From an optimization exercise on the open Yosys and OpenROAD flow, aimed at small area, a short achievable clock period and few clock cycles; shortcuts taken in it are not production practice. Function was checked by simulation only, so behaviour that the tests miss may differ from the original.

main:
## mat_vec_sequencer
module mat_vec_sequencer #(
    parameter int FRAC_BITS = 16,
    parameter int DIM_W     = 8
) (
    input  logic             clk,
    input  logic             reset,
    input  logic             start,
    input  logic [DIM_W-1:0] m_dim,
    input  logic [DIM_W-1:0] n_dim,
    input  logic             transpose,
    output logic             mat_read,
    output logic [DIM_W-1:0] mat_m_addr,
    output logic [DIM_W-1:0] mat_n_addr,
    output logic             mat_tr,
    input  logic [31:0]      mat_data,
    output logic [DIM_W-1:0] vec_addr,
    input  logic [31:0]      vec_data,
    output logic             y_valid,
    input  logic             y_ready,
    output logic [DIM_W-1:0] y_addr,
    output logic [31:0]      y_data,
    output logic             busy,
    output logic             done
);
    logic             busy_q, done_q, rd_q, yv_q, ep, rp;
    logic [DIM_W-1:0] r, c, r_last, c_last, ya;
    logic             tr;
    logic             v1, f1, l1, e1;    
    logic             vA, fA, lA, eA;    
    logic             vB, fB, lB, eB;    
    wire idle    = !busy_q && !done_q;
    wire go      = idle && start;
    wire nz      = (m_dim != '0) && (n_dim != '0);
    wire c_end   = (c == c_last);
    wire r_end   = (r == r_last);
    wire tok     = vB && (eB == ep) && !rp;
    wire blocked = yv_q && !y_ready;
    wire xfer    = yv_q && y_ready;
    wire drop    = tok && blocked;
    wire fin     = xfer && (ya == r_last);
    always_ff @(posedge clk or posedge reset) begin
        if (reset) begin
            busy_q <= 1'b0;
            done_q <= 1'b0;
            rd_q   <= 1'b0;
            yv_q   <= 1'b0;
            ep     <= 1'b0;
            rp     <= 1'b0;
  ...
For scale: ~2900 cells after synthesis, about 300 flip-flops, about 150 I/O pins.
export LEC_CHECK = 0
export ABC_AREA = 1
export CAP_MARGIN = 20
export CORE_MARGIN = 2
export CORE_UTILIZATION = 40
export SLEW_MARGIN = 20
export TNS_END_PERCENT = 0
create_clock -name core_clock -period 12.0 [get_ports {clk}]
standard.sh (not shown) runs the stock make flow with config.mk's settings and CLKGATE_MAP_FILE= SYNTH_SCRIPT=/design/flow/synth_recipe.tcl, a recipe that flattens the netlist after the stock synthesis.
==> flow/flow/run.sh <==
#!/bin/bash
# The standard layout (standard.sh) with these changes:
# - Yosys's generic abc pass before full-adder extraction is skipped (-noabc), so extract_fa
#   sees the adder trees as written and does not put inverters between full adders;
# - port buffers are buf_2 rather than the delay buffer buffer_ports picks by itself;
# - clock tree: larger sink clusters and no dummy loads.
# Registers are untouched by all of them.
bash standard.sh SYNTH_ARGS=-noabc SETUP_SLACK_MARGIN=${MARGIN:-8.8} \
  "BUFFER_PORTS_ARGS=-buffer_cell sky130_fd_sc_hd__buf_2" \
  "CTS_ARGS=-sink_clustering_enable -repair_clock_nets -dont_use_dummy_load -sink_clustering_size 24 -sink_clustering_max_diameter 120" \
  finish > standard.log 2>&1
Testbench counts of main, summed over its fixed seeds: cycles 39,365.
--- input diff main..the feature branch ---
--- a/flow/design.v
+++ b/flow/design.v
@@ -16,93 +16,96 @@
     output logic [DIM_W-1:0] vec_addr,
     input  logic [31:0]      vec_data,
     output logic             y_valid,
     input  logic             y_ready,
     output logic [DIM_W-1:0] y_addr,
     output logic [31:0]      y_data,
     output logic             busy,
     output logic             done
 );
     logic             busy_q, done_q, rd_q, yv_q, ep, rp;
-    logic [DIM_W-1:0] r, c, r_last, c_last, ya;
+    logic [DIM_W-1:0] r, c, r_len, c_len, ya;
     logic             tr;
     logic             v1, f1, l1, e1;    
     logic             vA, fA, lA, eA;    
-    logic             vB, fB, lB, eB;    
+    logic             vB, nfB, lB, eB;   
     wire idle    = !busy_q && !done_q;
     wire go      = idle && start;
     wire nz      = (m_dim != '0) && (n_dim != '0);
-    wire c_end   = (c == c_last);
-    wire r_end   = (r == r_last);
+    wire [DIM_W-1:0] c_inc = c + 1'b1;
+    wire [DIM_W-1:0] r_inc = r + 1'b1;
+    wire [DIM_W-1:0] ya_inc = ya + 1'b1;
+    wire c_end   = (c_inc == c_len);
+    wire r_end   = (r_inc == r_len);
     wire tok     = vB && (eB == ep) && !rp;
     wire blocked = yv_q && !y_ready;
     wire xfer    = yv_q && y_ready;
     wire drop    = tok && blocked;
-    wire fin     = xfer && (ya == r_last);
+    wire fin     = xfer && (ya_inc == r_len);
     always_ff @(posedge clk or posedge reset) begin
         if (reset) begin
             busy_q <= 1'b0;
             done_q <= 1'b0;
             rd_q   <= 1'b0;
             yv_q   <= 1'b0;
             ep     <= 1'b0;
             rp     <= 1'b0;
             v1     <= 1'b0;
             vA     <= 1'b0;
             vB     <= 1'b0;
         end else begin
             done_q <= fin || (go && !nz);
             if (go && nz)  busy_q <= 1'b1;
             else if (fin)  busy_q <= 1'b0;
             rp <= drop;
             if (rp)        rd_q <= 1'b1;
             else if (go)   rd_q <= nz;
-            else if (c_end && r_end) rd_q <= 1'b0;
+            else if (rd_q && c_end && r_end) rd_q <= 1'b0;
             if (rp)        ep <= ~ep;
             v1 <= rd_q;
             vA <= v1;
             vB <= vA;
             if (tok && !blocked) yv_q <= lB;
             else if (xfer)       yv_q <= 1'b0;
         end
     end
     always_ff @(posedge clk) begin
         if (go) begin
-            r_last <= (transpose ? n_dim : m_dim) - 1'b1;
-            c_last <= (transpose ? m_dim : n_dim) - 1'b1;
+            r_len <= transpose ? n_dim : m_dim;
+            c_len <= transpose ? m_dim : n_dim;
             tr     <= transpose;
         end
         if (rp) begin
-            r <= ya + 1'b1;
+            r <= ya_inc;
             c <= '0;
         end else if (go) begin
             r <= '0;
             c <= '0;
         end else if (rd_q) begin
             if (c_end) begin
                 c <= '0;
-                r <= r + 1'b1;
+                r <= r_inc;
             end else begin
-                c <= c + 1'b1;
+                c <= c_inc;
             end
         end
         f1 <= (c == '0);
         l1 <= c_end;
         e1 <= ep;
         fA <= f1;
         lA <= l1;
         eA <= e1;
-        fB <= fA;
+        nfB <= ~fA;
         lB <= lA;
         eB <= eA;
         if (go)        ya <= '0;
-        else if (xfer) ya <= ya + 1'b1;
+        else if (xfer) ya <= ya_inc;
     end
     logic [31:0] an_r, acc;
     logic [15:0] bon, btn, bn;
     logic [32:0] vb;
     assign vb = {vec_data, 1'b0};
     logic [107:0] hb;
     logic [15:0] lb;
     logic        ck;
     logic [32:0] aen;
     assign aen = {an_r[31], an_r};
@@ -1007,21 +1010,21 @@
     assign lb_n[7] = bs59;
     assign lb_n[8] = bc60;
     assign lb_n[9] = bs71;
     assign lb_n[10] = bs81;
     assign lb_n[11] = bs83;
     assign lb_n[12] = bc84;
     assign lb_n[13] = bs97;
     assign lb_n[14] = bc98;
     assign lb_n[15] = bs111;
     logic [31:0] acc_in;
-    assign acc_in = fB ? 32'd0 : acc;
+    assign acc_in = acc & {32{nfB}};
     logic [9:0] csum;
     assign csum = {1'b0, {lb[14], lb[12], lb[10], lb[8], lb[6], lb[4], lb[2], lb[0]}, 1'b1} + {1'b0, {lb[15], lb[13], lb[11], lb[9], lb[7], lb[5], lb[3], lb[1]}, ck};
     wire c16 = csum[9];
     wire ms747 = hb[0] ^ hb[1] ^ hb[2];
     wire mc748 = (hb[0] & hb[1]) | (hb[0] & hb[2]) | (hb[1] & hb[2]);
     wire ms749 = hb[3] ^ acc_in[0] ^ ms747;
     wire mc750 = (hb[3] & acc_in[0]) | (hb[3] & ms747) | (acc_in[0] & ms747);
     wire ms751 = hb[4] ^ hb[5] ^ acc_in[1];
     wire mc752 = (hb[4] & hb[5]) | (hb[4] & acc_in[1]) | (hb[5] & acc_in[1]);
     wire ms753 = mc748 ^ ms751;
## What came out
Tap cell count: main vs the feature branch identical. The feature branch vs main — length of routed met2 wiring rose about 0.57%. Going from main to the feature branch, worst setup slack after layout has increased; die height shows no meaningful change. There was hardly any difference in overall die width between main and the feature branch. The feature branch vs main — largest stage delay on the critical path dropped 30 ps. Going from main to the feature branch, fraction of the mapped netlist area in simple logic gates grew by 1.5 points, share of the clock period used by the worst path shrank by 0.27 points.
Testbench counts of the feature branch, summed over its fixed seeds: cycles 39,365.

[separate check: timing with driven ports]
The results above use ideal ports. As a check the final layouts listed here were re-extracted and re-timed, cells and wires unchanged.
Step 1 (the two cells are an assumption about what drives the block):
set clk [get_ports {clk}]
set_driving_cell -lib_cell sky130_fd_sc_hd__clkbuf_16 $clk
set_driving_cell -lib_cell sky130_fd_sc_hd__buf_2 [delete_from_list [all_inputs] $clk]
Step 2 times the ports against the registers' clock, not the clock port: input delays grow and output delays shrink by t, the midpoint of the rising clock arrivals with the driver on.
Three values: ideal ports, drivers, drivers and shift; two values: the first two.
| run | shift t [ns] | setup WS [ns] | worst register clock-pin slew, ns | worst slew at a driven data input, ns |
|---|---|---|---|---|
| main | 0.591 | 8.384 / 8.315 / 7.975 | 0.10 / 0.10 | 0.06 |
| the feature branch | 0.591 | 8.417 / 8.352 / 8.017 | 0.10 / 0.10 | 0.04 |
After both steps every run listed still meets setup and hold. For main, which loses most, drivers alone change the setup slack by -0.069 ns; drivers and shift together by -0.409 ns.
